From an optimization exercise on the open Yosys and OpenROAD flow, aimed at small area, a short achievable clock period and few clock cycles per item; shortcuts taken in it are not production practice. Only simulation tests tie the RTL to the original design; equivalence was not proved. Power is estimated from default activity; no workload was simulated.

==> flow/design.v, too long to show whole: its modules and the start of the top module <==
// module ks_cell: 11 lines
// module ks_carry_pipe: 1161 lines
module ks_carry_pipe #(
  parameter int W = ntt_add_pkg::ADD_W
) (
  input  logic         clk,
  input  logic         rst_n,
  input  logic         in_valid,
  output logic         in_ready,
  input  logic [W-1:0] p,
  input  logic [W-1:0] g,
  input  logic         cin,
  output logic         out_valid,
  input  logic         out_ready,
  output logic [W-1:0] sum,
  output logic         cout
);
  // ...
==> flow/flow/run.sh <==
#!/bin/bash
set -e
export BUFFER_PORTS_ARGS="-buffer_cell sky130_fd_sc_hd__buf_2"
bash standard.sh > standard.log 2>&1
==> flow/standard.sh <==
#!/bin/bash
# synth_recipe.tcl (not shown) runs the flow's synth.tcl, then flattens the netlist and writes it again
# the make line also repeats each setting of config.mk as NAME=value (left out here)
make -C /OpenROAD-flow-scripts/flow DESIGN_CONFIG=/design/flow/config.mk WORK_HOME=/design/flow/orfs CLKGATE_MAP_FILE= SYNTH_SCRIPT=/design/flow/synth_recipe.tcl "${@:-finish}"
==> flow/config.mk <==
export PLATFORM = sky130hd
export DESIGN_NAME = ks_carry_pipe
export DESIGN_NICKNAME = ks_carry_pipe
export VERILOG_FILES = /design/flow/design.v
export SDC_FILE = /design/flow/constraint.sdc
export NUM_CORES = 4
export LEC_CHECK = 0
export CAP_MARGIN = 20
export CORE_MARGIN = 2
export CORE_UTILIZATION = 40
export SETUP_SLACK_MARGIN = 0.2
export SLEW_MARGIN = 20
==> flow/constraint.sdc <==
create_clock -name core_clock -period 2.5 [get_ports {clk}]
set_input_delay 0.5000 -clock core_clock [delete_from_list [all_inputs] [get_ports {clk}]]
set_output_delay 0.5000 -clock core_clock [all_outputs]
set_load 0.01 [all_outputs]
==> results.toml, run 1 <==
[clocking]
postCtsSetupBuffers = 0
root_buffer = "clkbuf_16"

[global_route]
grtUsageMet1_pct = 24.2
antenna_found_initial = 12

[finish]
largest_reg_flops = 128
seq_area_um2 = 9060
signal_buffers = 445
seq_share_pct = 44.2
num-nonclk-inverters = 62

[min_path]
whs_endpoint = "r_s0[0]"

[worst_setup_path]
crit_slowest_cell = "or3_4"
endpoint = "sum[117]"
cpLargestDelayFamily = "simple AND/OR/NAND/NOR gates"
crit_cells = 7
cp-startpoint = "r_run[21]"
max_stage_delay_ps = 440

[drt]
first_iter_violations = 791

[synthesis]
synth-compound-area-share_pct = 14.6
synth_top_family_by_area = "simple AND/OR/NAND/NOR gates"
ys_seq_area_share_pct = 55.5
yosys.area.top_type = "edfxtp_1"
synth_most_common_cell = "edfxtp_1"
ys.flop_type = "edfxtp_1"

[floorplan]
io_pins = 392
start_util_pct = 40.8

[power_and_ir_drop]
p_seq_share_pct = 47.8

[outcome]
status = "timing/DRC/antenna clean"
Testbench counts, summed over its fixed seeds: cycles 3,216, items 3,200.
==> run 2: changes to the inputs <==
--- a/flow/design.v
+++ b/flow/design.v
@@ -28,98 +28,86 @@
   input  logic [W-1:0] g,
   input  logic         cin,
   output logic         out_valid,
   input  logic         out_ready,
   output logic [W-1:0] sum,
   output logic         cout
 );
   localparam int B0 = 16;    
-  localparam int B  = 16;     
+  localparam int B  = 16;    
   localparam int NB = 7;     
-  localparam int PW = 5;     
+  localparam int PW = 7;     
+  localparam int L1 = 2;     
   logic stall;
   logic adv;
   assign stall    = out_valid & ~out_ready;
   assign adv      = ~stall;
   assign in_ready = adv;
-  logic [W-1:0]          gg;      
+  logic [W-1:0]          gc;      
   logic [W-1:0]          pk;      
   logic [B0-1:0]         s1_lo;
-  logic                  c1_lo;
   logic [NB-1:0][B-1:0]  s1_s0;
-  logic [NB-1:0]         s1_g;
   logic [NB-1:0][B-1:0]  th;      
   logic [NB-1:0][PW-1:0] s1_run;
-  assign gg = {g[W-1:1], g[0] | (p[0] & cin)};
+  logic [NB:0]           bk_g;    
+  logic [NB:0]           bk_p;    
+  logic [NB:0]           s1_ng;   
+  logic [NB:0]           s1_np;
+  assign gc = {g[W-1:1], g[0] | (pk[0] & cin)};
   assign pk = p & ~g;
-  logic g0_1_0;
-  logic t0_1_0;
-  logic g0_3_2;
-  logic t0_3_2;
-  logic g0_5_4;
-  logic t0_5_4;
-  logic g0_7_6;
-  logic t0_7_6;
-  logic g0_9_8;
-  logic t0_9_8;
-  logic g0_11_10;
-  logic t0_11_10;
-  logic g0_13_12;
-  logic t0_13_12;
-  logic g0_15_14;
-  logic t0_15_14;
-  logic g0_2_0;
-  logic t0_2_0;
-  logic g0_3_0;
-  logic t0_3_0;
-  logic g0_6_4;
-  logic t0_6_4;
-  logic g0_7_4;
-  logic t0_7_4;
-  logic g0_10_8;
-  logic t0_10_8;
-  logic g0_11_8;
-  logic t0_11_8;
-  logic g0_14_12;
-  logic t0_14_12;
-  logic g0_15_12;
-  logic t0_15_12;
-  logic g0_4_0;
-  logic t0_4_0;
-  logic g0_5_0;
-  logic t0_5_0;
-  logic g0_6_0;
-  logic t0_6_0;
-  logic g0_7_0;
-  logic t0_7_0;
-  logic g0_12_8;
-  logic t0_12_8;
-  logic g0_13_8;
-  logic t0_13_8;
-  logic g0_14_8;
-  logic t0_14_8;
-  logic g0_15_8;
-  logic t0_15_8;
-  logic g0_8_0;
-  logic t0_8_0;
-  logic g0_9_0;
-  logic t0_9_0;
-  logic g0_10_0;
-  logic t0_10_0;
-  logic g0_11_0;
-  logic t0_11_0;
-  logic g0_12_0;
-  logic t0_12_0;
-  logic g0_13_0;
-  logic t0_13_0;
-  logic g0_14_0;
-  logic t0_14_0;
-  logic g0_15_0;
-  logic t0_15_0;
+  logic gL_1_0;
+  logic gL_3_2;
+  logic tL_3_2;
+  logic gL_5_4;
+  logic tL_5_4;
+  logic gL_7_6;
+  logic tL_7_6;
+  logic gL_9_8;
+  logic tL_9_8;
+  logic gL_11_10;
+  logic tL_11_10;
+  logic gL_13_12;
+  logic tL_13_12;
+  logic gL_15_14;
+  logic tL_15_14;
+  logic gL_2_0;
+  logic gL_3_0;
+  logic gL_6_4;
+  logic tL_6_4;
+  logic gL_7_4;
+  logic tL_7_4;
+  logic gL_10_8;
+  logic tL_10_8;
+  logic gL_11_8;
+  logic tL_11_8;
+  logic gL_14_12;
+  logic tL_14_12;
+  logic gL_15_12;
+  logic tL_15_12;
+  logic gL_4_0;
+  logic gL_5_0;
+  logic gL_6_0;
+  logic gL_7_0;
+  logic gL_12_8;
+  logic tL_12_8;
+  logic gL_13_8;
+  logic tL_13_8;
+  logic gL_14_8;
+  logic tL_14_8;
+  logic gL_15_8;
+  logic tL_15_8;
+  logic gL_8_0;
+  logic gL_9_0;
+  logic gL_10_0;
+  logic gL_11_0;
+  logic gL_12_0;
+  logic gL_13_0;
+  logic gL_14_0;
+  logic gL_15_0;
   logic g1_1_0;
   logic t1_1_0;
   logic g1_3_2;
   logic t1_3_2;
   logic g1_5_4;
   logic t1_5_4;
   logic g1_7_6;
   logic t1_7_6;
@@ -558,82 +546,93 @@
   logic g7_12_0;
   logic t7_12_0;
   logic g7_13_0;
   logic t7_13_0;
   logic g7_14_0;
   logic t7_14_0;
   logic g7_15_0;
   logic t7_15_0;
-  assign g0_1_0 = gg[1] | (p[1] & gg[0]);
-  assign t0_1_0 = p[1] & p[0];
-  assign g0_3_2 = gg[3] | (p[3] & gg[2]);
-  assign t0_3_2 = p[3] & p[2];
-  assign g0_5_4 = gg[5] | (p[5] & gg[4]);
-  assign t0_5_4 = p[5] & p[4];
-  assign g0_7_6 = gg[7] | (p[7] & gg[6]);
-  assign t0_7_6 = p[7] & p[6];
-  assign g0_9_8 = gg[9] | (p[9] & gg[8]);
-  assign t0_9_8 = p[9] & p[8];
-  assign g0_11_10 = gg[11] | (p[11] & gg[10]);
-  assign t0_11_10 = p[11] & p[10];
-  assign g0_13_12 = gg[13] | (p[13] & gg[12]);
-  assign t0_13_12 = p[13] & p[12];
-  assign g0_15_14 = gg[15] | (p[15] & gg[14]);
-  assign t0_15_14 = p[15] & p[14];
-  assign g0_2_0 = gg[2] | (p[2] & g0_1_0);
-  assign t0_2_0 = p[2] & t0_1_0;
-  assign g0_3_0 = g0_3_2 | (t0_3_2 & g0_1_0);
-  assign t0_3_0 = t0_3_2 & t0_1_0;
-  assign g0_6_4 = gg[6] | (p[6] & g0_5_4);
-  assign t0_6_4 = p[6] & t0_5_4;
-  assign g0_7_4 = g0_7_6 | (t0_7_6 & g0_5_4);
-  assign t0_7_4 = t0_7_6 & t0_5_4;
-  assign g0_10_8 = gg[10] | (p[10] & g0_9_8);
-  assign t0_10_8 = p[10] & t0_9_8;
-  assign g0_11_8 = g0_11_10 | (t0_11_10 & g0_9_8);
-  assign t0_11_8 = t0_11_10 & t0_9_8;
-  assign g0_14_12 = gg[14] | (p[14] & g0_13_12);
-  assign t0_14_12 = p[14] & t0_13_12;
-  assign g0_15_12 = g0_15_14 | (t0_15_14 & g0_13_12);
-  assign t0_15_12 = t0_15_14 & t0_13_12;
-  assign g0_4_0 = gg[4] | (p[4] & g0_3_0);
-  assign t0_4_0 = p[4] & t0_3_0;
-  assign g0_5_0 = g0_5_4 | (t0_5_4 & g0_3_0);
-  assign t0_5_0 = t0_5_4 & t0_3_0;
-  assign g0_6_0 = g0_6_4 | (t0_6_4 & g0_3_0);
-  assign t0_6_0 = t0_6_4 & t0_3_0;
-  assign g0_7_0 = g0_7_4 | (t0_7_4 & g0_3_0);
-  assign t0_7_0 = t0_7_4 & t0_3_0;
-  assign g0_12_8 = gg[12] | (p[12] & g0_11_8);
-  assign t0_12_8 = p[12] & t0_11_8;
-  assign g0_13_8 = g0_13_12 | (t0_13_12 & g0_11_8);
-  assign t0_13_8 = t0_13_12 & t0_11_8;
-  assign g0_14_8 = g0_14_12 | (t0_14_12 & g0_11_8);
-  assign t0_14_8 = t0_14_12 & t0_11_8;
-  assign g0_15_8 = g0_15_12 | (t0_15_12 & g0_11_8);
-  assign t0_15_8 = t0_15_12 & t0_11_8;
-  assign g0_8_0 = gg[8] | (p[8] & g0_7_0);
-  assign t0_8_0 = p[8] & t0_7_0;
-  assign g0_9_0 = g0_9_8 | (t0_9_8 & g0_7_0);
-  assign t0_9_0 = t0_9_8 & t0_7_0;
-  assign g0_10_0 = g0_10_8 | (t0_10_8 & g0_7_0);
-  assign t0_10_0 = t0_10_8 & t0_7_0;
-  assign g0_11_0 = g0_11_8 | (t0_11_8 & g0_7_0);
-  assign t0_11_0 = t0_11_8 & t0_7_0;
-  assign g0_12_0 = g0_12_8 | (t0_12_8 & g0_7_0);
-  assign t0_12_0 = t0_12_8 & t0_7_0;
-  assign g0_13_0 = g0_13_8 | (t0_13_8 & g0_7_0);
-  assign t0_13_0 = t0_13_8 & t0_7_0;
-  assign g0_14_0 = g0_14_8 | (t0_14_8 & g0_7_0);
-  assign t0_14_0 = t0_14_8 & t0_7_0;
-  assign g0_15_0 = g0_15_8 | (t0_15_8 & g0_7_0);
-  assign t0_15_0 = t0_15_8 & t0_7_0;
-  assign s1_lo = p[15:0] ^ {g0_14_0, g0_13_0, g0_12_0, g0_11_0, g0_10_0, g0_9_0, g0_8_0, g0_7_0, g0_6_0, g0_5_0, g0_4_0, g0_3_0, g0_2_0, g0_1_0, gg[0], cin};
-  assign c1_lo = g0_15_0;
+  logic bg0_1;
+  logic bg0_2;
+  logic bp0_2;
+  logic bg0_3;
+  logic bp0_3;
+  logic bg0_4;
+  logic bp0_4;
+  logic bg0_5;
+  logic bp0_5;
+  logic bg0_6;
+  logic bp0_6;
+  logic bg0_7;
+  logic bp0_7;
+  logic bg1_2;
+  logic bg1_3;
+  logic bg1_4;
+  logic bp1_4;
+  logic bg1_5;
+  logic bp1_5;
+  logic bg1_6;
+  logic bp1_6;
+  logic bg1_7;
+  logic bp1_7;
+  logic bg2_4;
+  logic bg2_5;
+  logic bg2_6;
+  logic bg2_7;
+  assign gL_1_0 = gc[1] | (pk[1] & gc[0]);
+  assign gL_3_2 = gc[3] | (pk[3] & gc[2]);
+  assign tL_3_2 = pk[3] & pk[2];
+  assign gL_5_4 = gc[5] | (pk[5] & gc[4]);
+  assign tL_5_4 = pk[5] & pk[4];
+  assign gL_7_6 = gc[7] | (pk[7] & gc[6]);
+  assign tL_7_6 = pk[7] & pk[6];
+  assign gL_9_8 = gc[9] | (pk[9] & gc[8]);
+  assign tL_9_8 = pk[9] & pk[8];
+  assign gL_11_10 = gc[11] | (pk[11] & gc[10]);
+  assign tL_11_10 = pk[11] & pk[10];
+  assign gL_13_12 = gc[13] | (pk[13] & gc[12]);
+  assign tL_13_12 = pk[13] & pk[12];
+  assign gL_15_14 = gc[15] | (pk[15] & gc[14]);
+  assign tL_15_14 = pk[15] & pk[14];
+  assign gL_2_0 = gc[2] | (pk[2] & gL_1_0);
+  assign gL_3_0 = gL_3_2 | (tL_3_2 & gL_1_0);
+  assign gL_6_4 = gc[6] | (pk[6] & gL_5_4);
+  assign tL_6_4 = pk[6] & tL_5_4;
+  assign gL_7_4 = gL_7_6 | (tL_7_6 & gL_5_4);
+  assign tL_7_4 = tL_7_6 & tL_5_4;
+  assign gL_10_8 = gc[10] | (pk[10] & gL_9_8);
+  assign tL_10_8 = pk[10] & tL_9_8;
+  assign gL_11_8 = gL_11_10 | (tL_11_10 & gL_9_8);
+  assign tL_11_8 = tL_11_10 & tL_9_8;
+  assign gL_14_12 = gc[14] | (pk[14] & gL_13_12);
+  assign tL_14_12 = pk[14] & tL_13_12;
+  assign gL_15_12 = gL_15_14 | (tL_15_14 & gL_13_12);
+  assign tL_15_12 = tL_15_14 & tL_13_12;
+  assign gL_4_0 = gc[4] | (pk[4] & gL_3_0);
+  assign gL_5_0 = gL_5_4 | (tL_5_4 & gL_3_0);
+  assign gL_6_0 = gL_6_4 | (tL_6_4 & gL_3_0);
+  assign gL_7_0 = gL_7_4 | (tL_7_4 & gL_3_0);
+  assign gL_12_8 = gc[12] | (pk[12] & gL_11_8);
+  assign tL_12_8 = pk[12] & tL_11_8;
+  assign gL_13_8 = gL_13_12 | (tL_13_12 & gL_11_8);
+  assign tL_13_8 = tL_13_12 & tL_11_8;
+  assign gL_14_8 = gL_14_12 | (tL_14_12 & gL_11_8);
+  assign tL_14_8 = tL_14_12 & tL_11_8;
+  assign gL_15_8 = gL_15_12 | (tL_15_12 & gL_11_8);
+  assign tL_15_8 = tL_15_12 & tL_11_8;
+  assign gL_8_0 = gc[8] | (pk[8] & gL_7_0);
+  assign gL_9_0 = gL_9_8 | (tL_9_8 & gL_7_0);
+  assign gL_10_0 = gL_10_8 | (tL_10_8 & gL_7_0);
+  assign gL_11_0 = gL_11_8 | (tL_11_8 & gL_7_0);
+  assign gL_12_0 = gL_12_8 | (tL_12_8 & gL_7_0);
+  assign gL_13_0 = gL_13_8 | (tL_13_8 & gL_7_0);
+  assign gL_14_0 = gL_14_8 | (tL_14_8 & gL_7_0);
+  assign gL_15_0 = gL_15_8 | (tL_15_8 & gL_7_0);
+  assign s1_lo = p[15:0] ^ {gL_14_0, gL_13_0, gL_12_0, gL_11_0, gL_10_0, gL_9_0, gL_8_0, gL_7_0, gL_6_0, gL_5_0, gL_4_0, gL_3_0, gL_2_0, gL_1_0, gc[0], cin};
   assign g1_1_0 = g[17] | (pk[17] & g[16]);
   assign t1_1_0 = pk[17] & pk[16];
   assign g1_3_2 = g[19] | (pk[19] & g[18]);
   assign t1_3_2 = pk[19] & pk[18];
   assign g1_5_4 = g[21] | (pk[21] & g[20]);
   assign t1_5_4 = pk[21] & pk[20];
   assign g1_7_6 = g[23] | (pk[23] & g[22]);
   assign t1_7_6 = pk[23] & pk[22];
@@ -689,18 +688,19 @@
   assign t1_12_0 = t1_12_8 & t1_7_0;
   assign g1_13_0 = g1_13_8 | (t1_13_8 & g1_7_0);
   assign t1_13_0 = t1_13_8 & t1_7_0;
   assign g1_14_0 = g1_14_8 | (t1_14_8 & g1_7_0);
   assign t1_14_0 = t1_14_8 & t1_7_0;
   assign g1_15_0 = g1_15_8 | (t1_15_8 & g1_7_0);
   assign t1_15_0 = t1_15_8 & t1_7_0;
   assign s1_s0[0] = p[31:16] ^ {g1_14_0, g1_13_0, g1_12_0, g1_11_0, g1_10_0, g1_9_0, g1_8_0, g1_7_0, g1_6_0, g1_5_0, g1_4_0, g1_3_0, g1_2_0, g1_1_0, g[16], 1'b0};
-  assign s1_g[0] = g1_15_0;
   assign th[0] = {t1_15_0, t1_14_0, t1_13_0, t1_12_0, t1_11_0, t1_10_0, t1_9_0, t1_8_0, t1_7_0, t1_6_0, t1_5_0, t1_4_0, t1_3_0, t1_2_0, t1_1_0, pk[16]};
+  assign bk_g[1] = g1_15_0;
+  assign bk_p[1] = t1_15_0;
   assign g2_1_0 = g[33] | (pk[33] & g[32]);
   assign t2_1_0 = pk[33] & pk[32];
   assign g2_3_2 = g[35] | (pk[35] & g[34]);
   assign t2_3_2 = pk[35] & pk[34];
   assign g2_5_4 = g[37] | (pk[37] & g[36]);
   assign t2_5_4 = pk[37] & pk[36];
   assign g2_7_6 = g[39] | (pk[39] & g[38]);
   assign t2_7_6 = pk[39] & pk[38];
@@ -756,18 +756,19 @@
   assign t2_12_0 = t2_12_8 & t2_7_0;
   assign g2_13_0 = g2_13_8 | (t2_13_8 & g2_7_0);
   assign t2_13_0 = t2_13_8 & t2_7_0;
   assign g2_14_0 = g2_14_8 | (t2_14_8 & g2_7_0);
   assign t2_14_0 = t2_14_8 & t2_7_0;
   assign g2_15_0 = g2_15_8 | (t2_15_8 & g2_7_0);
   assign t2_15_0 = t2_15_8 & t2_7_0;
   assign s1_s0[1] = p[47:32] ^ {g2_14_0, g2_13_0, g2_12_0, g2_11_0, g2_10_0, g2_9_0, g2_8_0, g2_7_0, g2_6_0, g2_5_0, g2_4_0, g2_3_0, g2_2_0, g2_1_0, g[32], 1'b0};
-  assign s1_g[1] = g2_15_0;
   assign th[1] = {t2_15_0, t2_14_0, t2_13_0, t2_12_0, t2_11_0, t2_10_0, t2_9_0, t2_8_0, t2_7_0, t2_6_0, t2_5_0, t2_4_0, t2_3_0, t2_2_0, t2_1_0, pk[32]};
+  assign bk_g[2] = g2_15_0;
+  assign bk_p[2] = t2_15_0;
   assign g3_1_0 = g[49] | (pk[49] & g[48]);
   assign t3_1_0 = pk[49] & pk[48];
   assign g3_3_2 = g[51] | (pk[51] & g[50]);
   assign t3_3_2 = pk[51] & pk[50];
   assign g3_5_4 = g[53] | (pk[53] & g[52]);
   assign t3_5_4 = pk[53] & pk[52];
   assign g3_7_6 = g[55] | (pk[55] & g[54]);
   assign t3_7_6 = pk[55] & pk[54];
@@ -823,18 +824,19 @@
   assign t3_12_0 = t3_12_8 & t3_7_0;
   assign g3_13_0 = g3_13_8 | (t3_13_8 & g3_7_0);
   assign t3_13_0 = t3_13_8 & t3_7_0;
   assign g3_14_0 = g3_14_8 | (t3_14_8 & g3_7_0);
   assign t3_14_0 = t3_14_8 & t3_7_0;
   assign g3_15_0 = g3_15_8 | (t3_15_8 & g3_7_0);
   assign t3_15_0 = t3_15_8 & t3_7_0;
   assign s1_s0[2] = p[63:48] ^ {g3_14_0, g3_13_0, g3_12_0, g3_11_0, g3_10_0, g3_9_0, g3_8_0, g3_7_0, g3_6_0, g3_5_0, g3_4_0, g3_3_0, g3_2_0, g3_1_0, g[48], 1'b0};
-  assign s1_g[2] = g3_15_0;
   assign th[2] = {t3_15_0, t3_14_0, t3_13_0, t3_12_0, t3_11_0, t3_10_0, t3_9_0, t3_8_0, t3_7_0, t3_6_0, t3_5_0, t3_4_0, t3_3_0, t3_2_0, t3_1_0, pk[48]};
+  assign bk_g[3] = g3_15_0;
+  assign bk_p[3] = t3_15_0;
   assign g4_1_0 = g[65] | (pk[65] & g[64]);
   assign t4_1_0 = pk[65] & pk[64];
   assign g4_3_2 = g[67] | (pk[67] & g[66]);
   assign t4_3_2 = pk[67] & pk[66];
   assign g4_5_4 = g[69] | (pk[69] & g[68]);
   assign t4_5_4 = pk[69] & pk[68];
   assign g4_7_6 = g[71] | (pk[71] & g[70]);
   assign t4_7_6 = pk[71] & pk[70];
@@ -890,18 +892,19 @@
   assign t4_12_0 = t4_12_8 & t4_7_0;
   assign g4_13_0 = g4_13_8 | (t4_13_8 & g4_7_0);
   assign t4_13_0 = t4_13_8 & t4_7_0;
   assign g4_14_0 = g4_14_8 | (t4_14_8 & g4_7_0);
   assign t4_14_0 = t4_14_8 & t4_7_0;
   assign g4_15_0 = g4_15_8 | (t4_15_8 & g4_7_0);
   assign t4_15_0 = t4_15_8 & t4_7_0;
   assign s1_s0[3] = p[79:64] ^ {g4_14_0, g4_13_0, g4_12_0, g4_11_0, g4_10_0, g4_9_0, g4_8_0, g4_7_0, g4_6_0, g4_5_0, g4_4_0, g4_3_0, g4_2_0, g4_1_0, g[64], 1'b0};
-  assign s1_g[3] = g4_15_0;
   assign th[3] = {t4_15_0, t4_14_0, t4_13_0, t4_12_0, t4_11_0, t4_10_0, t4_9_0, t4_8_0, t4_7_0, t4_6_0, t4_5_0, t4_4_0, t4_3_0, t4_2_0, t4_1_0, pk[64]};
+  assign bk_g[4] = g4_15_0;
+  assign bk_p[4] = t4_15_0;
   assign g5_1_0 = g[81] | (pk[81] & g[80]);
   assign t5_1_0 = pk[81] & pk[80];
   assign g5_3_2 = g[83] | (pk[83] & g[82]);
   assign t5_3_2 = pk[83] & pk[82];
   assign g5_5_4 = g[85] | (pk[85] & g[84]);
   assign t5_5_4 = pk[85] & pk[84];
   assign g5_7_6 = g[87] | (pk[87] & g[86]);
   assign t5_7_6 = pk[87] & pk[86];
@@ -957,18 +960,19 @@
   assign t5_12_0 = t5_12_8 & t5_7_0;
   assign g5_13_0 = g5_13_8 | (t5_13_8 & g5_7_0);
   assign t5_13_0 = t5_13_8 & t5_7_0;
   assign g5_14_0 = g5_14_8 | (t5_14_8 & g5_7_0);
   assign t5_14_0 = t5_14_8 & t5_7_0;
   assign g5_15_0 = g5_15_8 | (t5_15_8 & g5_7_0);
   assign t5_15_0 = t5_15_8 & t5_7_0;
   assign s1_s0[4] = p[95:80] ^ {g5_14_0, g5_13_0, g5_12_0, g5_11_0, g5_10_0, g5_9_0, g5_8_0, g5_7_0, g5_6_0, g5_5_0, g5_4_0, g5_3_0, g5_2_0, g5_1_0, g[80], 1'b0};
-  assign s1_g[4] = g5_15_0;
   assign th[4] = {t5_15_0, t5_14_0, t5_13_0, t5_12_0, t5_11_0, t5_10_0, t5_9_0, t5_8_0, t5_7_0, t5_6_0, t5_5_0, t5_4_0, t5_3_0, t5_2_0, t5_1_0, pk[80]};
+  assign bk_g[5] = g5_15_0;
+  assign bk_p[5] = t5_15_0;
   assign g6_1_0 = g[97] | (pk[97] & g[96]);
   assign t6_1_0 = pk[97] & pk[96];
   assign g6_3_2 = g[99] | (pk[99] & g[98]);
   assign t6_3_2 = pk[99] & pk[98];
   assign g6_5_4 = g[101] | (pk[101] & g[100]);
   assign t6_5_4 = pk[101] & pk[100];
   assign g6_7_6 = g[103] | (pk[103] & g[102]);
   assign t6_7_6 = pk[103] & pk[102];
@@ -1024,18 +1028,19 @@
   assign t6_12_0 = t6_12_8 & t6_7_0;
   assign g6_13_0 = g6_13_8 | (t6_13_8 & g6_7_0);
   assign t6_13_0 = t6_13_8 & t6_7_0;
   assign g6_14_0 = g6_14_8 | (t6_14_8 & g6_7_0);
   assign t6_14_0 = t6_14_8 & t6_7_0;
   assign g6_15_0 = g6_15_8 | (t6_15_8 & g6_7_0);
   assign t6_15_0 = t6_15_8 & t6_7_0;
   assign s1_s0[5] = p[111:96] ^ {g6_14_0, g6_13_0, g6_12_0, g6_11_0, g6_10_0, g6_9_0, g6_8_0, g6_7_0, g6_6_0, g6_5_0, g6_4_0, g6_3_0, g6_2_0, g6_1_0, g[96], 1'b0};
-  assign s1_g[5] = g6_15_0;
   assign th[5] = {t6_15_0, t6_14_0, t6_13_0, t6_12_0, t6_11_0, t6_10_0, t6_9_0, t6_8_0, t6_7_0, t6_6_0, t6_5_0, t6_4_0, t6_3_0, t6_2_0, t6_1_0, pk[96]};
+  assign bk_g[6] = g6_15_0;
+  assign bk_p[6] = t6_15_0;
   assign g7_1_0 = g[113] | (pk[113] & g[112]);
   assign t7_1_0 = pk[113] & pk[112];
   assign g7_3_2 = g[115] | (pk[115] & g[114]);
   assign t7_3_2 = pk[115] & pk[114];
   assign g7_5_4 = g[117] | (pk[117] & g[116]);
   assign t7_5_4 = pk[117] & pk[116];
   assign g7_7_6 = g[119] | (pk[119] & g[118]);
   assign t7_7_6 = pk[119] & pk[118];
@@ -1091,90 +1096,234 @@
   assign t7_12_0 = t7_12_8 & t7_7_0;
   assign g7_13_0 = g7_13_8 | (t7_13_8 & g7_7_0);
   assign t7_13_0 = t7_13_8 & t7_7_0;
   assign g7_14_0 = g7_14_8 | (t7_14_8 & g7_7_0);
   assign t7_14_0 = t7_14_8 & t7_7_0;
   assign g7_15_0 = g7_15_8 | (t7_15_8 & g7_7_0);
   assign t7_15_0 = t7_15_8 & t7_7_0;
   assign s1_s0[6] = p[127:112] ^ {g7_14_0, g7_13_0, g7_12_0, g7_11_0, g7_10_0, g7_9_0, g7_8_0, g7_7_0, g7_6_0, g7_5_0, g7_4_0, g7_3_0, g7_2_0, g7_1_0, g[112], 1'b0};
-  assign s1_g[6] = g7_15_0;
   assign th[6] = {t7_15_0, t7_14_0, t7_13_0, t7_12_0, t7_11_0, t7_10_0, t7_9_0, t7_8_0, t7_7_0, t7_6_0, t7_5_0, t7_4_0, t7_3_0, t7_2_0, t7_1_0, pk[112]};
-  for (genvar b = 0; b < NB; b++) begin : g_enc
-    logic [B-1:0] last;
-    assign last = th[b] & ~{1'b0, th[b][B-1:1]};
-    for (genvar m = 0; m < PW; m++) begin : g_bit
-      logic [B-1:0] mask;
-      for (genvar j = 0; j < B; j++) begin : g_m
-        assign mask[j] = ((j + 1) >> m) & 1;
-      end
-      assign s1_run[b][m] = |(last & mask);
-    end
-  end
-  logic                  v1;
+  assign bk_g[7] = g7_15_0;
+  assign bk_p[7] = t7_15_0;
+  assign bk_g[0] = gL_15_0;
+  assign bk_p[0] = 1'b0;
+  assign bg0_1 = bk_g[1] | (bk_p[1] & bk_g[0]);
+  assign bg0_2 = bk_g[2] | (bk_p[2] & bk_g[1]);
+  assign bp0_2 = bk_p[2] & bk_p[1];
+  assign bg0_3 = bk_g[3] | (bk_p[3] & bk_g[2]);
+  assign bp0_3 = bk_p[3] & bk_p[2];
+  assign bg0_4 = bk_g[4] | (bk_p[4] & bk_g[3]);
+  assign bp0_4 = bk_p[4] & bk_p[3];
+  assign bg0_5 = bk_g[5] | (bk_p[5] & bk_g[4]);
+  assign bp0_5 = bk_p[5] & bk_p[4];
+  assign bg0_6 = bk_g[6] | (bk_p[6] & bk_g[5]);
+  assign bp0_6 = bk_p[6] & bk_p[5];
+  assign bg0_7 = bk_g[7] | (bk_p[7] & bk_g[6]);
+  assign bp0_7 = bk_p[7] & bk_p[6];
+  assign bg1_2 = bg0_2 | (bp0_2 & bk_g[0]);
+  assign bg1_3 = bg0_3 | (bp0_3 & bg0_1);
+  assign bg1_4 = bg0_4 | (bp0_4 & bg0_2);
+  assign bp1_4 = bp0_4 & bp0_2;
+  assign bg1_5 = bg0_5 | (bp0_5 & bg0_3);
+  assign bp1_5 = bp0_5 & bp0_3;
+  assign bg1_6 = bg0_6 | (bp0_6 & bg0_4);
+  assign bp1_6 = bp0_6 & bp0_4;
+  assign bg1_7 = bg0_7 | (bp0_7 & bg0_5);
+  assign bp1_7 = bp0_7 & bp0_5;
+  assign s1_ng = {bg1_7, bg1_6, bg1_5, bg1_4, bg1_3, bg1_2, bg0_1, bk_g[0]};
+  assign s1_np = {bp1_7, bp1_6, bp1_5, bp1_4, 1'b0, 1'b0, 1'b0, bk_p[0]};
+  assign s1_run[0][0] = th[0][3];
+  assign s1_run[0][1] = th[0][7];
+  assign s1_run[0][2] = th[0][11];
+  assign s1_run[0][3] = th[0][15];
+  assign s1_run[0][4] = (th[0][0] & ~th[0][3]) | (th[0][4] & ~th[0][7]) | (th[0][8] & ~th[0][11]) | (th[0][12] & ~th[0][15]);
+  assign s1_run[0][5] = (th[0][1] & ~th[0][3]) | (th[0][5] & ~th[0][7]) | (th[0][9] & ~th[0][11]) | (th[0][13] & ~th[0][15]);
+  assign s1_run[0][6] = (th[0][2] & ~th[0][3]) | (th[0][6] & ~th[0][7]) | (th[0][10] & ~th[0][11]) | (th[0][14] & ~th[0][15]);
+  assign s1_run[1][0] = th[1][3];
+  assign s1_run[1][1] = th[1][7];
+  assign s1_run[1][2] = th[1][11];
+  assign s1_run[1][3] = th[1][15];
+  assign s1_run[1][4] = (th[1][0] & ~th[1][3]) | (th[1][4] & ~th[1][7]) | (th[1][8] & ~th[1][11]) | (th[1][12] & ~th[1][15]);
+  assign s1_run[1][5] = (th[1][1] & ~th[1][3]) | (th[1][5] & ~th[1][7]) | (th[1][9] & ~th[1][11]) | (th[1][13] & ~th[1][15]);
+  assign s1_run[1][6] = (th[1][2] & ~th[1][3]) | (th[1][6] & ~th[1][7]) | (th[1][10] & ~th[1][11]) | (th[1][14] & ~th[1][15]);
+  assign s1_run[2][0] = th[2][3];
+  assign s1_run[2][1] = th[2][7];
+  assign s1_run[2][2] = th[2][11];
+  assign s1_run[2][3] = th[2][15];
+  assign s1_run[2][4] = (th[2][0] & ~th[2][3]) | (th[2][4] & ~th[2][7]) | (th[2][8] & ~th[2][11]) | (th[2][12] & ~th[2][15]);
+  assign s1_run[2][5] = (th[2][1] & ~th[2][3]) | (th[2][5] & ~th[2][7]) | (th[2][9] & ~th[2][11]) | (th[2][13] & ~th[2][15]);
+  assign s1_run[2][6] = (th[2][2] & ~th[2][3]) | (th[2][6] & ~th[2][7]) | (th[2][10] & ~th[2][11]) | (th[2][14] & ~th[2][15]);
+  assign s1_run[3][0] = th[3][3];
+  assign s1_run[3][1] = th[3][7];
+  assign s1_run[3][2] = th[3][11];
+  assign s1_run[3][3] = th[3][15];
+  assign s1_run[3][4] = (th[3][0] & ~th[3][3]) | (th[3][4] & ~th[3][7]) | (th[3][8] & ~th[3][11]) | (th[3][12] & ~th[3][15]);
+  assign s1_run[3][5] = (th[3][1] & ~th[3][3]) | (th[3][5] & ~th[3][7]) | (th[3][9] & ~th[3][11]) | (th[3][13] & ~th[3][15]);
+  assign s1_run[3][6] = (th[3][2] & ~th[3][3]) | (th[3][6] & ~th[3][7]) | (th[3][10] & ~th[3][11]) | (th[3][14] & ~th[3][15]);
+  assign s1_run[4][0] = th[4][3];
+  assign s1_run[4][1] = th[4][7];
+  assign s1_run[4][2] = th[4][11];
+  assign s1_run[4][3] = th[4][15];
+  assign s1_run[4][4] = (th[4][0] & ~th[4][3]) | (th[4][4] & ~th[4][7]) | (th[4][8] & ~th[4][11]) | (th[4][12] & ~th[4][15]);
+  assign s1_run[4][5] = (th[4][1] & ~th[4][3]) | (th[4][5] & ~th[4][7]) | (th[4][9] & ~th[4][11]) | (th[4][13] & ~th[4][15]);
+  assign s1_run[4][6] = (th[4][2] & ~th[4][3]) | (th[4][6] & ~th[4][7]) | (th[4][10] & ~th[4][11]) | (th[4][14] & ~th[4][15]);
+  assign s1_run[5][0] = th[5][3];
+  assign s1_run[5][1] = th[5][7];
+  assign s1_run[5][2] = th[5][11];
+  assign s1_run[5][3] = th[5][15];
+  assign s1_run[5][4] = (th[5][0] & ~th[5][3]) | (th[5][4] & ~th[5][7]) | (th[5][8] & ~th[5][11]) | (th[5][12] & ~th[5][15]);
+  assign s1_run[5][5] = (th[5][1] & ~th[5][3]) | (th[5][5] & ~th[5][7]) | (th[5][9] & ~th[5][11]) | (th[5][13] & ~th[5][15]);
+  assign s1_run[5][6] = (th[5][2] & ~th[5][3]) | (th[5][6] & ~th[5][7]) | (th[5][10] & ~th[5][11]) | (th[5][14] & ~th[5][15]);
+  assign s1_run[6][0] = th[6][3];
+  assign s1_run[6][1] = th[6][7];
+  assign s1_run[6][2] = th[6][11];
+  assign s1_run[6][3] = th[6][15];
+  assign s1_run[6][4] = (th[6][0] & ~th[6][3]) | (th[6][4] & ~th[6][7]) | (th[6][8] & ~th[6][11]) | (th[6][12] & ~th[6][15]);
+  assign s1_run[6][5] = (th[6][1] & ~th[6][3]) | (th[6][5] & ~th[6][7]) | (th[6][9] & ~th[6][11]) | (th[6][13] & ~th[6][15]);
+  assign s1_run[6][6] = (th[6][2] & ~th[6][3]) | (th[6][6] & ~th[6][7]) | (th[6][10] & ~th[6][11]) | (th[6][14] & ~th[6][15]);
   logic [B0-1:0]         r_lo;
-  logic                  r_clo;
   logic [NB-1:0][B-1:0]  r_s0;
-  logic [NB-1:0]         r_g;
   logic [NB-1:0][PW-1:0] r_run;
-  always_ff @(posedge clk or negedge rst_n) begin
-    if (!rst_n)   v1 <= 1'b0;
-    else if (adv) v1 <= in_valid;
-  end
+  logic [NB:0]           r_ng;
+  logic [NB:0]           r_np;
   always_ff @(posedge clk) begin
     if (adv) begin
       r_lo  <= s1_lo;
-      r_clo <= c1_lo;
       r_s0  <= s1_s0;
-      r_g   <= s1_g;
       r_run <= s1_run;
+      r_ng  <= s1_ng;
+      r_np  <= s1_np;
     end
   end
-  logic [NB:0]   bc;      
-  logic [NB-1:0] bp;      
-  for (genvar b = 0; b < NB; b++) begin : g_bp
-    assign bp[b] = (r_run[b] == PW'(B));
-  end
-  logic [NB-1:0] bg;
-  assign bg = {r_g[NB-1:1], r_g[0] | (bp[0] & r_clo)};
-  logic bg_1_0;
-  assign bg_1_0 = bg[1] | (bp[1] & bg[0]);
-  logic bg_3_2;
-  assign bg_3_2 = bg[3] | (bp[3] & bg[2]);
-  logic bp_3_2;
-  assign bp_3_2 = bp[3] & bp[2];
-  logic bg_5_4;
-  assign bg_5_4 = bg[5] | (bp[5] & bg[4]);
-  logic bp_5_4;
-  assign bp_5_4 = bp[5] & bp[4];
-  logic bg_2_0;
-  assign bg_2_0 = bg[2] | (bp[2] & bg_1_0);
-  logic bg_3_0;
-  assign bg_3_0 = bg_3_2 | (bp_3_2 & bg_1_0);
-  logic bg_6_4;
-  assign bg_6_4 = bg[6] | (bp[6] & bg_5_4);
-  logic bp_6_4;
-  assign bp_6_4 = bp[6] & bp_5_4;
-  logic bg_4_0;
-  assign bg_4_0 = bg[4] | (bp[4] & bg_3_0);
-  logic bg_5_0;
-  assign bg_5_0 = bg_5_4 | (bp_5_4 & bg_3_0);
-  logic bg_6_0;
-  assign bg_6_0 = bg_6_4 | (bp_6_4 & bg_3_0);
-  assign bc = {bg_6_0, bg_5_0, bg_4_0, bg_3_0, bg_2_0, bg_1_0, bg[0], r_clo};
+  logic [NB:0] bc;        
+  logic [NB-1:0][B-1:0] ge;    
+  assign bg2_4 = r_ng[4] | (r_np[4] & r_ng[0]);
+  assign bg2_5 = r_ng[5] | (r_np[5] & r_ng[1]);
+  assign bg2_6 = r_ng[6] | (r_np[6] & r_ng[2]);
+  assign bg2_7 = r_ng[7] | (r_np[7] & r_ng[3]);
+  assign bc = {bg2_7, bg2_6, bg2_5, bg2_4, r_ng[3], r_ng[2], r_ng[1], r_ng[0]};
+  assign ge[0][0] = 1'b1;
+  assign ge[0][1] = r_run[0][0] | (1'b1 & r_run[0][4]);
+  assign ge[0][2] = r_run[0][0] | (1'b1 & r_run[0][5]);
+  assign ge[0][3] = r_run[0][0] | (1'b1 & r_run[0][6]);
+  assign ge[0][4] = r_run[0][0];
+  assign ge[0][5] = r_run[0][1] | (r_run[0][0] & r_run[0][4]);
+  assign ge[0][6] = r_run[0][1] | (r_run[0][0] & r_run[0][5]);
+  assign ge[0][7] = r_run[0][1] | (r_run[0][0] & r_run[0][6]);
+  assign ge[0][8] = r_run[0][1];
+  assign ge[0][9] = r_run[0][2] | (r_run[0][1] & r_run[0][4]);
+  assign ge[0][10] = r_run[0][2] | (r_run[0][1] & r_run[0][5]);
+  assign ge[0][11] = r_run[0][2] | (r_run[0][1] & r_run[0][6]);
+  assign ge[0][12] = r_run[0][2];
+  assign ge[0][13] = r_run[0][3] | (r_run[0][2] & r_run[0][4]);
+  assign ge[0][14] = r_run[0][3] | (r_run[0][2] & r_run[0][5]);
+  assign ge[0][15] = r_run[0][3] | (r_run[0][2] & r_run[0][6]);
+  assign ge[1][0] = 1'b1;
+  assign ge[1][1] = r_run[1][0] | (1'b1 & r_run[1][4]);
+  assign ge[1][2] = r_run[1][0] | (1'b1 & r_run[1][5]);
+  assign ge[1][3] = r_run[1][0] | (1'b1 & r_run[1][6]);
+  assign ge[1][4] = r_run[1][0];
+  assign ge[1][5] = r_run[1][1] | (r_run[1][0] & r_run[1][4]);
+  assign ge[1][6] = r_run[1][1] | (r_run[1][0] & r_run[1][5]);
+  assign ge[1][7] = r_run[1][1] | (r_run[1][0] & r_run[1][6]);
+  assign ge[1][8] = r_run[1][1];
+  assign ge[1][9] = r_run[1][2] | (r_run[1][1] & r_run[1][4]);
+  assign ge[1][10] = r_run[1][2] | (r_run[1][1] & r_run[1][5]);
+  assign ge[1][11] = r_run[1][2] | (r_run[1][1] & r_run[1][6]);
+  assign ge[1][12] = r_run[1][2];
+  assign ge[1][13] = r_run[1][3] | (r_run[1][2] & r_run[1][4]);
+  assign ge[1][14] = r_run[1][3] | (r_run[1][2] & r_run[1][5]);
+  assign ge[1][15] = r_run[1][3] | (r_run[1][2] & r_run[1][6]);
+  assign ge[2][0] = 1'b1;
+  assign ge[2][1] = r_run[2][0] | (1'b1 & r_run[2][4]);
+  assign ge[2][2] = r_run[2][0] | (1'b1 & r_run[2][5]);
+  assign ge[2][3] = r_run[2][0] | (1'b1 & r_run[2][6]);
+  assign ge[2][4] = r_run[2][0];
+  assign ge[2][5] = r_run[2][1] | (r_run[2][0] & r_run[2][4]);
+  assign ge[2][6] = r_run[2][1] | (r_run[2][0] & r_run[2][5]);
+  assign ge[2][7] = r_run[2][1] | (r_run[2][0] & r_run[2][6]);
+  assign ge[2][8] = r_run[2][1];
+  assign ge[2][9] = r_run[2][2] | (r_run[2][1] & r_run[2][4]);
+  assign ge[2][10] = r_run[2][2] | (r_run[2][1] & r_run[2][5]);
+  assign ge[2][11] = r_run[2][2] | (r_run[2][1] & r_run[2][6]);
+  assign ge[2][12] = r_run[2][2];
+  assign ge[2][13] = r_run[2][3] | (r_run[2][2] & r_run[2][4]);
+  assign ge[2][14] = r_run[2][3] | (r_run[2][2] & r_run[2][5]);
+  assign ge[2][15] = r_run[2][3] | (r_run[2][2] & r_run[2][6]);
+  assign ge[3][0] = 1'b1;
+  assign ge[3][1] = r_run[3][0] | (1'b1 & r_run[3][4]);
+  assign ge[3][2] = r_run[3][0] | (1'b1 & r_run[3][5]);
+  assign ge[3][3] = r_run[3][0] | (1'b1 & r_run[3][6]);
+  assign ge[3][4] = r_run[3][0];
+  assign ge[3][5] = r_run[3][1] | (r_run[3][0] & r_run[3][4]);
+  assign ge[3][6] = r_run[3][1] | (r_run[3][0] & r_run[3][5]);
+  assign ge[3][7] = r_run[3][1] | (r_run[3][0] & r_run[3][6]);
+  assign ge[3][8] = r_run[3][1];
+  assign ge[3][9] = r_run[3][2] | (r_run[3][1] & r_run[3][4]);
+  assign ge[3][10] = r_run[3][2] | (r_run[3][1] & r_run[3][5]);
+  assign ge[3][11] = r_run[3][2] | (r_run[3][1] & r_run[3][6]);
+  assign ge[3][12] = r_run[3][2];
+  assign ge[3][13] = r_run[3][3] | (r_run[3][2] & r_run[3][4]);
+  assign ge[3][14] = r_run[3][3] | (r_run[3][2] & r_run[3][5]);
+  assign ge[3][15] = r_run[3][3] | (r_run[3][2] & r_run[3][6]);
+  assign ge[4][0] = 1'b1;
+  assign ge[4][1] = r_run[4][0] | (1'b1 & r_run[4][4]);
+  assign ge[4][2] = r_run[4][0] | (1'b1 & r_run[4][5]);
+  assign ge[4][3] = r_run[4][0] | (1'b1 & r_run[4][6]);
+  assign ge[4][4] = r_run[4][0];
+  assign ge[4][5] = r_run[4][1] | (r_run[4][0] & r_run[4][4]);
+  assign ge[4][6] = r_run[4][1] | (r_run[4][0] & r_run[4][5]);
+  assign ge[4][7] = r_run[4][1] | (r_run[4][0] & r_run[4][6]);
+  assign ge[4][8] = r_run[4][1];
+  assign ge[4][9] = r_run[4][2] | (r_run[4][1] & r_run[4][4]);
+  assign ge[4][10] = r_run[4][2] | (r_run[4][1] & r_run[4][5]);
+  assign ge[4][11] = r_run[4][2] | (r_run[4][1] & r_run[4][6]);
+  assign ge[4][12] = r_run[4][2];
+  assign ge[4][13] = r_run[4][3] | (r_run[4][2] & r_run[4][4]);
+  assign ge[4][14] = r_run[4][3] | (r_run[4][2] & r_run[4][5]);
+  assign ge[4][15] = r_run[4][3] | (r_run[4][2] & r_run[4][6]);
+  assign ge[5][0] = 1'b1;
+  assign ge[5][1] = r_run[5][0] | (1'b1 & r_run[5][4]);
+  assign ge[5][2] = r_run[5][0] | (1'b1 & r_run[5][5]);
+  assign ge[5][3] = r_run[5][0] | (1'b1 & r_run[5][6]);
+  assign ge[5][4] = r_run[5][0];
+  assign ge[5][5] = r_run[5][1] | (r_run[5][0] & r_run[5][4]);
+  assign ge[5][6] = r_run[5][1] | (r_run[5][0] & r_run[5][5]);
+  assign ge[5][7] = r_run[5][1] | (r_run[5][0] & r_run[5][6]);
+  assign ge[5][8] = r_run[5][1];
+  assign ge[5][9] = r_run[5][2] | (r_run[5][1] & r_run[5][4]);
+  assign ge[5][10] = r_run[5][2] | (r_run[5][1] & r_run[5][5]);
+  assign ge[5][11] = r_run[5][2] | (r_run[5][1] & r_run[5][6]);
+  assign ge[5][12] = r_run[5][2];
+  assign ge[5][13] = r_run[5][3] | (r_run[5][2] & r_run[5][4]);
+  assign ge[5][14] = r_run[5][3] | (r_run[5][2] & r_run[5][5]);
+  assign ge[5][15] = r_run[5][3] | (r_run[5][2] & r_run[5][6]);
+  assign ge[6][0] = 1'b1;
+  assign ge[6][1] = r_run[6][0] | (1'b1 & r_run[6][4]);
+  assign ge[6][2] = r_run[6][0] | (1'b1 & r_run[6][5]);
+  assign ge[6][3] = r_run[6][0] | (1'b1 & r_run[6][6]);
+  assign ge[6][4] = r_run[6][0];
+  assign ge[6][5] = r_run[6][1] | (r_run[6][0] & r_run[6][4]);
+  assign ge[6][6] = r_run[6][1] | (r_run[6][0] & r_run[6][5]);
+  assign ge[6][7] = r_run[6][1] | (r_run[6][0] & r_run[6][6]);
+  assign ge[6][8] = r_run[6][1];
+  assign ge[6][9] = r_run[6][2] | (r_run[6][1] & r_run[6][4]);
+  assign ge[6][10] = r_run[6][2] | (r_run[6][1] & r_run[6][5]);
+  assign ge[6][11] = r_run[6][2] | (r_run[6][1] & r_run[6][6]);
+  assign ge[6][12] = r_run[6][2];
+  assign ge[6][13] = r_run[6][3] | (r_run[6][2] & r_run[6][4]);
+  assign ge[6][14] = r_run[6][3] | (r_run[6][2] & r_run[6][5]);
+  assign ge[6][15] = r_run[6][3] | (r_run[6][2] & r_run[6][6]);
   logic [W-1:0] s2_sum;
   assign s2_sum[B0-1:0] = r_lo;
   for (genvar b = 0; b < NB; b++) begin : g_sum
     for (genvar j = 0; j < B; j++) begin : g_bit
-      assign s2_sum[B0 + b*B + j] = r_s0[b][j] ^ (bc[b] & (r_run[b] >= PW'(j)));
+      assign s2_sum[B0 + b*B + j] = r_s0[b][j] ^ (bc[b] & ge[b][j]);
     end
   end
   always_ff @(posedge clk or negedge rst_n) begin
     if (!rst_n)   out_valid <= 1'b0;
-    else if (adv) out_valid <= v1;
-  end
-  always_ff @(posedge clk) begin
-    if (adv) begin
-      sum  <= s2_sum;
-      cout <= bc[NB];
-    end
+    else if (adv) out_valid <= in_valid;
   end
+  assign sum  = s2_sum;
+  assign cout = bc[NB];
 endmodule
==> flow/config.mk (replaced) <==
export PLATFORM = sky130hd
export DESIGN_NAME = ks_carry_pipe
export DESIGN_NICKNAME = ks_carry_pipe
export VERILOG_FILES = /design/flow/design.v
export SDC_FILE = /design/flow/constraint.sdc
export NUM_CORES = 4
export LEC_CHECK = 0
export CAP_MARGIN = 20
export CORE_MARGIN = 2
export CORE_UTILIZATION = 40
export SETUP_SLACK_MARGIN = 0.6
export SLEW_MARGIN = 20
==> run 2 against run 1 <==
  * Still clean on timing, DRC and antenna
  * Design area shrank 13%
  * Global-route usage grew 3.6 points
  * Critical path depth down 1
  * Sequential power is 41% lower
  * Utilization up 7.0 points
  * Combinational power decreased by 6%
  * Clock skew is 3.0 ps higher
  * Worst setup slack worse by 1.6 ps
  * Fmax barely moved
  * Die area decreased by 24%
==> results.toml, run 2 <==
[outcome]
status = "timing/DRC/antenna clean"

[synthesis]
synthAdderAreaFrac_pct = 0
synth-edff-count = 189
synth_most_common_cell = "edfxtp_1"
ys_top_cells_by_count = "edfxtp_1 (189), xnor2_1 (141), nor2_1 (106), nand2_1 (103), a21oi_1 (99)"
synth_nets = 1501
synth.area.top_cells = "edfxtp_1 (46%), xnor2_1 (10%), xor2_1 (5.1%), a21o_1 (4.2%), a21oi_1 (4.0%)"
synth-simple-area-share_pct = 19.1
yosysWarnings = 1
synth_mux_area_share_pct = 0
synth_xor_area_share_pct = 15.1
syn_area_um2 = 12400
syn_inst = 1240
synth.ff_latch_count = 190
yosys.area.top_type = "edfxtp_1"
synth_top_family_by_area = "simple AND/OR/NAND/NOR gates"
synthArstFlopShare_pct = 0.526
ys_types = 68
ys_seq_area_share_pct = 46.1
synth_top_cell_area_share_pct = 45.9
ys.flop_type = "edfxtp_1"
synth-compound-area-share_pct = 17.7
syn_avg_cell_area_um2 = 9.96

[finish]
top_regs = "r_s0: 112 flops, r_run: 49 flops, r_lo: 16 flops"
largest-register = "r_s0"
multi_input_area_um2 = 7690
layout_common_cells = "buf_2 (371), edfxtp_1 (189), xnor2_1 (105)"
area_growth_pct = 43.8
seq_area_um2 = 5700
layout_commonest_cell = "buf_2"
fin_util_pct = 58.2
nets = 2015
drive_above_1_share_pct = 42.8
nFillCells = 2687
largest_reg_flops = 112

[power_and_ir_drop]
leakage_uw = 0.00767
ir_drop_uv = 417
power_uw = 9380
p_per_area_nw_per_um2 = 528
p_comb_share_pct = 27.6
power.switching_uw = 2870
p_seq_share_pct = 43.8
p_int_uw = 6510
power.share.clock_pct = 28.6
switching_share_pct = 30.6

[worst_setup_path]
worstPathArrival_ps = 1740
critPathLaunchType = "register"
crit_path_end_kind = "output pin"
crit_fanout = 8
critPathKind = "reg -> out"
regToRegSetupSlack_ps = 1070
crit_required_ps = 2000

[clocking]
cts_buffers = 17
clk_path_buf_depth = 2
htreeDepth = 4
clkSinkCount = 190
clk_pin_slew_ps = 80
cts_tree = "built"
root_buffer = "clkbuf_16"
clk_latency_ps = 440

[floorplan]
start_util_pct = 40.5
io_pins = 392
die_h_um = 180
num_rows = 64
fp.coreArea_um2 = 30500
fp.dieArea_um2 = 32300
die_w_um = 180

[timing]
slew_headroom_pct = 68.6
layout_worst_path_cycle_share_pct = 89.8
slew_violations = 0
setup_viol = 0
grt_setup_unrepaired = "yes"
hold_ws_ps = 253
period_minus_slack_ps = 2240
finClkSkew_ps = 14.5
final-hold-violation-count = 0
setup_ws_ps = 255
max_freq_mhz = 445
tightest_slew_ps = 471

[drt]
postRouteAntennaNets = 0
firstDrtPassIters = 7
first_iter_violations = 715
drt-total-wl_mm = 38.3
vias = 11400
drc_errors = 0
viasPerCell = 5.24
routedWlPerCell_um = 17.6

[global_route]
grt-ovfl-total = 0
antenna_found_initial = 9
grt_pass1_wl_mm = 58.2
grt_start_max_net_pins = 50
grt_usage_pct = 22.6
grt_pass1_vias = 11100

[run]
maxCapViolCount = 0

[placed_design]
port-buffer-count = 391
dp_hpwl_mm = 29.1
pre_cts_ws_ps = -83.2
gp_congestion = 0.905

[min_path]
min_path_type = "in -> reg"
==> run 2: cell types whose count changed after synthesis, sizes merged, moves of 14 or more <==
| cell | delta |
|---|---|
| xor2 | -33 |
| edfxtp | -111 |
| o21bai | -19 |
| nor2 | -18 |
| clkbuf | -14 |
| xnor2 | +37 |
| a21oi | -21 |
| nand2b | -24 |
| a21o | +52 |
| nand2 | +17 |
| nor3 | -20 |
==> run 2: power groups by stage <==
| stage | Clock (uW) | Combinational [uW] | Sequential [uW] |
|---|---|---|---|
| 2_1_floorplan | 0 | 1170 | 4110 |
| 3_3_place_gp | 0 | 2200 | 4130 |
| 3_5_place_dp | 0 | 2210 | 4140 |
| 4_1_cts | 2740 | 2400 | 4090 |
| 5_1_grt | 2880 | 2800 | 4140 |
| 6_report | 2690 | 2590 | 4110 |
==> run 2: cell type report <==
cell class / instances / area share (%)
timing repair buffer: 506 / 17.4
multi-input combinational: 987 / 43.3
clock buffer: 17 / 2.40
sequential: 190 / 32.1
tap: 396 / 2.79
clock inverter: 15 / 0.768
inverter: 52 / 1.11
antenna: 8 / 0.113
==> run 2: per-layer routing <==
layer	vias to the layer above	wire length, um	track usage [%]
met3	54	1900	4.23
met4	0	902	7.32
met2	311	19200	39.3
met5	-	0	0
li1	5596	-	-
met1	5411	16200	28.4
==> run 2: logic make-up after synthesis <==
family	after synthesis
and+or+nand+nor	431
AOI/OAI and AO/OA	342
xor gates and xnor gates	213
DFF	190
buffers and inverters	64
==> run 2: worst paths after layout <==
path	cells past startpoint	start	to
max	6	r_ng[2]	sum[49]
min	1	p[64]	r_s0[48]
max reg2reg	2	out_valid	r_run[7]
min reg2reg	2	out_valid	out_valid
max in group asynchronous	2	rst_n	out_valid
min in group asynchronous	2	rst_n	out_valid
==> run 2: worst max-delay path, cell delays in order, from the launching register on <==
cell      delay (ps)
edfxtp_1         490
buf_6            160
buf_6            120
buf_12           150
o21ai_2           80
xnor2_2          140
buf_2            160
==> run 2: repair_timing <==
item,CTS,global route
hold buffers,1,0
cloned,3,2
gates resized for setup,132,160
setup buffers,29,23
endpoints found under the hold margin,1,0
pin swaps,72,70
endpoints found under the setup margin,122,142
==> run 2: metrics by stage <==
step | area, um^2 | cells | setup TNS, ps
floorplan | 12600 | 1240 | 0
global placement | 15500 | 2073 | 0
detailed placement | 15500 | 2073 | -165
CTS | 16900 | 2138 | 0
global route | 17800 | 2170 | 0
finish | 17800 | 2171 | 0
Testbench counts of run 2, summed over its fixed seeds: cycles 3,208, items 3,200.
==> run 3: changes to the inputs <==
--- a/flow/config.mk
+++ b/flow/config.mk
@@ -8,5 +8,6 @@
 export CAP_MARGIN = 20
 export CORE_MARGIN = 2
 export CORE_UTILIZATION = 40
-export SETUP_SLACK_MARGIN = 0.6
+export GPL_TIMING_DRIVEN = 0
+export SETUP_SLACK_MARGIN = 0.3
 export SLEW_MARGIN = 20
==> run 3 against run 2 <==
  * Worst setup slack improved by 45 ps
  * Sequential share of layout area rose by 2.8 points
  * Final cell count fell by 3.4%
  * Critical path depth is the same
  * Critical endpoint is now sum[123]
  * Still clean on timing, DRC and antenna
  * Global-route usage fell by 0.82 points
  * Critical path type unchanged
  * Highest routed layer is now met5
  * Synthesized cell count stayed put
  * Flip-flop and latch count unchanged
  * Total power decreased by 2.3%
==> results.toml, run 3 <==
[synthesis]
synth-edff-count = 189
ys.flop_type = "edfxtp_1"
synthArstFlopShare_pct = 0.526
synth_top_cell_area_share_pct = 45.9
syn_inst = 1240
synth_most_common_cell = "edfxtp_1"
yosysWarnings = 1
yosys.area.top_type = "edfxtp_1"
syn_avg_cell_area_um2 = 9.96
ys_seq_area_share_pct = 46.1
ys_top_cells_by_count = "edfxtp_1 (189), xnor2_1 (141), nor2_1 (106), nand2_1 (103), a21oi_1 (99)"
synth_nets = 1501
syn_area_um2 = 12400
synth.ff_latch_count = 190
synth.area.top_cells = "edfxtp_1 (46%), xnor2_1 (10%), xor2_1 (5.1%), a21o_1 (4.2%), a21oi_1 (4.0%)"
ys_types = 68

[worst_setup_path]
regToRegSetupSlack_ps = 1030
critPathLaunchType = "register"
critPathKind = "reg -> out"
crit_fanout = 10
crit_path_end_kind = "output pin"
r2r_end = "r_run[28]"
r2r_start = "out_valid"
crit_required_ps = 2000
reg2reg_depth = 3
worstPathArrival_ps = 1700

[placed_design]
dp_hpwl_mm = 28.7
port-buffer-count = 389
gp_congestion = 0.891
placed_cell_area_um2 = 14900

[timing]
period_minus_slack_ps = 2200
layout_worst_path_cycle_share_pct = 88.0
finClkSkew_ps = 7.84
final-hold-violation-count = 0
slew_headroom_pct = 47.1
slew_violations = 0
tightest_slew_ps = 787
max_freq_mhz = 455
grt_setup_unrepaired = "yes"
final.setup.tns_ps = 0
setup_viol = 0

[min_path]
whs_path_depth = 1
whs_endpoint = "r_s0[48]"
min_path_type = "in -> reg"
min_from = "p[64]"

[floorplan]
fp.coreArea_um2 = 30500
io_pins = 392
die_h_um = 180
num_rows = 64
fp.dieArea_um2 = 32300
start_util_pct = 40.5
die_w_um = 180

[power_and_ir_drop]
power_uw = 9160
ir_drop_uv = 427
leakage_uw = 0.00686
p_per_area_nw_per_um2 = 561

[clocking]
root_buffer = "clkbuf_16"
clk_path_buf_depth = 2
cts_tree = "built"
clkSinkCount = 190
clk_latency_ps = 430
cts_buffers = 17
htreeDepth = 4
clk_pin_slew_ps = 80

[global_route]
grt_start_max_net_pins = 55
grt-ovfl-total = 0
grt_pass1_vias = 10600
antenna_found_initial = 10
grt_pass1_wl_mm = 56.1
grt_usage_pct = 21.8

[finish]
area_growth_pct = 32.2
stdcell_area_um2 = 16300
seq_area_um2 = 5700
top_regs = "r_s0: 112 flops, r_run: 49 flops, r_lo: 16 flops"
drive_above_1_share_pct = 32.5
layout_commonest_cell = "buf_2"
fin_util_pct = 53.5
largest-register = "r_s0"
nets = 1941
largest_reg_flops = 112
layout_common_cells = "buf_2 (383), edfxtp_1 (189), xnor2_1 (135)"
nFillCells = 2825
multi_input_area_um2 = 6860

[drt]
drt-total-wl_mm = 36.2
vias = 11000
drc_errors = 0
routedWlPerCell_um = 17.3
postRouteAntennaNets = 0
firstDrtPassIters = 5
viasPerCell = 5.23
first_iter_violations = 556

[outcome]
status = "timing/DRC/antenna clean"

[run]
maxCapViolCount = 0
[run 3: cell types whose count changed in the layout (fill, tap and decap cells not counted), moves of 25 or more]
cell     before  now
xnor2_2      36    6
xnor2_1     105  135
nand2_4      30    0
buf_4        99   26
o21ai_0      35   60
nand2_1      59   93
[run 3: where the power goes]
part	internal [uW]	switching (uW)
Sequential	3890	189
Clock	1500	1290
Combinational	1060	1230
[run 3: critical path, stage by stage, from the launching register on]
cell and delay (ps):
edfxtp_1 410, buf_8 160, a21oi_4 160, buf_12 140, nor2_1 50, xor2_1 170, buf_2 170
[run 3: timing repair]
| item | CTS | global route |
|---|---|---|
| cloned | 2 | 1 |
| gates resized for setup | 39 | 88 |
| endpoints found under the hold margin | 1 | 0 |
| endpoints found under the setup margin | 108 | 73 |
| setup buffers | 9 | 15 |
| pin swaps | 6 | 19 |
| hold buffers | 1 | 0 |
[run 3: cells by family (layout without fill, tap and decap cells)]
family	count (synthesis)	count (layout)	synth area share (%)
and+or+nand+nor	431	431	19.1
other	0	8	0
AOI/OAI and AO/OA	342	343	17.7
buffers and inverters	64	516	1.95
xor gates and xnor gates	213	213	15.1
DFF	190	190	46.1
[run 3: final cells by class]
class / instances / area share [%]
Antenna cell: 8 / 0.123
Buffer: 12 / 0.674
Clock buffer: 18 / 2.63
Clock inverter: 14 / 0.965
Inverter: 52 / 1.20
Multi-Input combinational cell: 987 / 42.0
Sequential cell: 190 / 34.9
Tap cell: 396 / 3.03
Timing Repair Buffer: 420 / 14.5
[run 3: per-layer routing]
layer,up-vias,wire length (um),track usage (%)
met2,327,17400,36.6
met1,5132,15400,27.2
met3,50,2550,5.79
met5,-,13,0
li1,5446,-,-
met4,2,864,7.64
[run 3: per-stage QoR]
stage / hold slack, ps / setup WS, ps / instances
after detailed placement: 276 / -356 / 2029
after global routing: 236 / 187 / 2097
after floorplan: 204 / 127 / 1240
final: 248 / 300 / 2097
after global placement: 277 / -984 / 2025
after CTS: 225 / 283 / 2073
[run 3: worst max-delay path by stage]
stage	to	start
5_1_grt	sum[123]	r_ng[2]
3_3_place_gp	in_ready	out_ready
3_5_place_dp	r_ng[3]	g[20]
4_1_cts	sum[106]	r_ng[1]
6_report	sum[123]	r_ng[2]
2_1_floorplan	in_ready	out_ready
==> run 4: changes to the inputs <==
--- a/flow/config.mk
+++ b/flow/config.mk
@@ -7,7 +7,7 @@
 export LEC_CHECK = 0
 export CAP_MARGIN = 20
 export CORE_MARGIN = 2
-export CORE_UTILIZATION = 40
+export CORE_UTILIZATION = 55
 export GPL_TIMING_DRIVEN = 0
 export SETUP_SLACK_MARGIN = 0.3
 export SLEW_MARGIN = 20
==> run 4 against run 3 <==
  * Non-clock buffer count increased by 1
  * Worst setup slack worse by 13 ps
  * Critical path depth unchanged
  * Utilization rose by 20 points
  * Count of clock-buffer cells in the layout unchanged
  * Sequential power barely moved
  * First-iteration DRC count rose by 2.2%
  * Largest power group unchanged
==> results.toml, run 4 <==
[outcome]
status = "timing/DRC/antenna clean"

[clocking]
clk_pin_slew_ps = 70
cts_buffers = 17
root_buffer = "clkbuf_16"
cts_tree = "built"
htreeDepth = 4
clk_latency_ps = 440
clk_path_buf_depth = 2
clkSinkCount = 190

[global_route]
grt-ovfl-total = 0
grt_start_max_net_pins = 59
grt_usage_pct = 27.8
grt_pass1_wl_mm = 52.5
grt_pass1_vias = 10800
antenna_found_initial = 4

[drt]
viasPerCell = 5.60
vias = 11100
drt-total-wl_mm = 33.8
first_iter_violations = 568
drc_errors = 0
routedWlPerCell_um = 17.1
postRouteAntennaNets = 0
firstDrtPassIters = 5

[floorplan]
fp.coreArea_um2 = 22000
die_w_um = 154
io_pins = 392
die_h_um = 154
fp.dieArea_um2 = 23700
num_rows = 54
start_util_pct = 56.3

[synthesis]
syn_area_um2 = 12400
synth_most_common_cell = "edfxtp_1"
syn_inst = 1240
synthArstFlopShare_pct = 0.526
syn_avg_cell_area_um2 = 9.96
ys_seq_area_share_pct = 46.1
synth.area.top_cells = "edfxtp_1 (46%), xnor2_1 (10%), xor2_1 (5.1%), a21o_1 (4.2%), a21oi_1 (4.0%)"
ys.flop_type = "edfxtp_1"
yosysWarnings = 1
synth.ff_latch_count = 190
synth-edff-count = 189
yosys.area.top_type = "edfxtp_1"
synth_nets = 1501
ys_top_cells_by_count = "edfxtp_1 (189), xnor2_1 (141), nor2_1 (106), nand2_1 (103), a21oi_1 (99)"
ys_types = 68
synth_top_cell_area_share_pct = 45.9

[finish]
area_growth_pct = 30.2
drive_above_1_share_pct = 31.9
nets = 1942
largest_reg_flops = 112
top_regs = "r_s0: 112 flops, r_run: 49 flops, r_lo: 16 flops"
stdcell_area_um2 = 16100
fin_util_pct = 73.2
layout_common_cells = "buf_2 (388), edfxtp_1 (189), xnor2_1 (137)"
layout_commonest_cell = "buf_2"
largest-register = "r_s0"
nFillCells = 1664

[run]
maxCapViolCount = 0

[timing]
slew_headroom_pct = 64.6
setup_viol = 0
layout_worst_path_cycle_share_pct = 88.5
tightest_slew_ps = 526
grt_setup_unrepaired = "yes"
final.setup.tns_ps = 0
finClkSkew_ps = 9.40
period_minus_slack_ps = 2210
slew_violations = 0
max_freq_mhz = 452
hold_ws_ps = 256
final-hold-violation-count = 0

[worst_setup_path]
worstPathArrival_ps = 1710
max_stage_delay_ps = 400
crit_required_ps = 2000
critPathLaunchType = "register"
crit_fanout = 5
critPathKind = "reg -> out"
worstPathCellList = "buf_8, a21oi_4, buf_12, nor2_1, xor2_1, buf_2"
crit_slowest_cell = "edfxtp_1"
crit_path_end_kind = "output pin"

[placed_design]
placed_cell_area_um2 = 14800
dp_hpwl_mm = 26.3
port-buffer-count = 389
gp_congestion = 0.893

[power_and_ir_drop]
power_uw = 9070
leakage_uw = 0.00682
ir_drop_uv = 548
p_per_area_nw_per_um2 = 564

[min_path]
min_path_type = "in -> reg"
-- run 4: cell count changes in the layout (fill, tap and decap cells not counted), moves of 3 or more --
cell     previous run  this run
nor2_1             99        95
buf_4              26        21
buf_2             383       388
nand2_1            93       102
nand2_2            10         1
buf_6               4         7
o21ai_2             9         6
nor2_4              1         5
-- run 4: area by class of cell --
type / count / area [um^2] / area share [%]
tap: 280 / 350 / 2.18
inverter: 52 / 195 / 1.21
multi-input combinational: 987 / 6820 / 42.4
buffer: 12 / 106 / 0.661
sequential: 190 / 5700 / 35.4
timing repair buffer: 421 / 2310 / 14.4
antenna: 6 / 15.0 / 0.0933
clock inverter: 14 / 156 / 0.972
clock buffer: 18 / 429 / 2.67
-- run 4: what timing repair did --
item | 4_1_cts | 5_1_grt
pin swaps | 8 | 30
hold buffers | 1 | 0
resized for setup | 40 | 75
cloned | 1 | 1
setup buffers | 10 | 16
endpoints found under the setup margin | 101 | 73
endpoints found under the hold margin | 1 | 0
-- run 4: kinds of logic after synthesis --
group,after synthesis,share of synthesized area [%]
XOR/XNOR,213,15.1
flip-flops,190,46.1
AND/OR/NAND/NOR,431,19.1
buffers and inverters,64,1.95
AO/OA/AOI/OAI,342,17.7
-- run 4: layer usage --
layer,up-vias,track usage (%),part of all wire (%)
met4,2,11.3,3.7
met5,-,0,0.038
met3,87,5.44,7.4
met1,5133,34.8,40
li1,5435,-,-
met2,426,47.7,49
-- run 4: worst max-delay path: cells and delay by family (launching register included) --
kind / cells / cell delay (ps)
AO/OA/AOI/OAI: 1 / 160
buffers and inverters: 3 / 470
XOR/XNOR: 1 / 180
flip-flops: 1 / 400
AND/OR/NAND/NOR: 1 / 60
-- run 4: power by group --
part	internal, uW	switching, uW	leakage, uW
clock	1490	1240	0.000283
sequential	3890	185	0.00194
combinational	1040	1230	0.00459
-- run 4: stage by stage --
step,setup WS (ps),cells
after global placement,-846,1909
final,287,1980
after global routing,186,1977
after CTS,260,1957
after floorplan,127,1240
after detailed placement,-344,1913
-- run 4: worst paths after layout --
| kind | end | slack (ps) | cells after the start | startpoint |
|---|---|---|---|---|
| setup / recovery | sum[103] | 290 | 6 | r_ng[1] |
| hold / removal | out_valid | 260 | 2 | in_valid |
| setup reg to reg | r_s0[106] | 650 | 4 | out_valid |
| hold reg to reg | out_valid | 760 | 2 | out_valid |
| max in group asynchronous | out_valid | 2040 | 2 | rst_n |
| min in group asynchronous | out_valid | 380 | 2 | rst_n |

what the ideal ports hide:
In the flow no input, the clock included, has a driving cell. The finished layouts below were timed again as built, in two steps. Step 1 sets driving cells, clkbuf_16 on the clock port and buf_2 on the other inputs (assumed; they add their load-dependent delay and slew). Step 2, shift: input delay + t, output delay - t, t = (earliest + latest rising clock arrival at the registers) / 2. This alone moves slack from input paths to output paths. Slacks: no drivers / after step 1 / after step 2; pairs: no drivers / after step 1.
run | shift t [ns] | slack for setup (ns)
run 1 | 0.579 | 0.257 / 0.257 / -0.194
run 2 | 0.483 | 0.255 / 0.206 / 0.094
run 3 | 0.477 | 0.300 / 0.252 / -0.157
run 4 | 0.478 | 0.287 / 0.238 / -0.118
Met with ideal ports but missed after step 2: setup timing in run 1, run 3 and run 4.
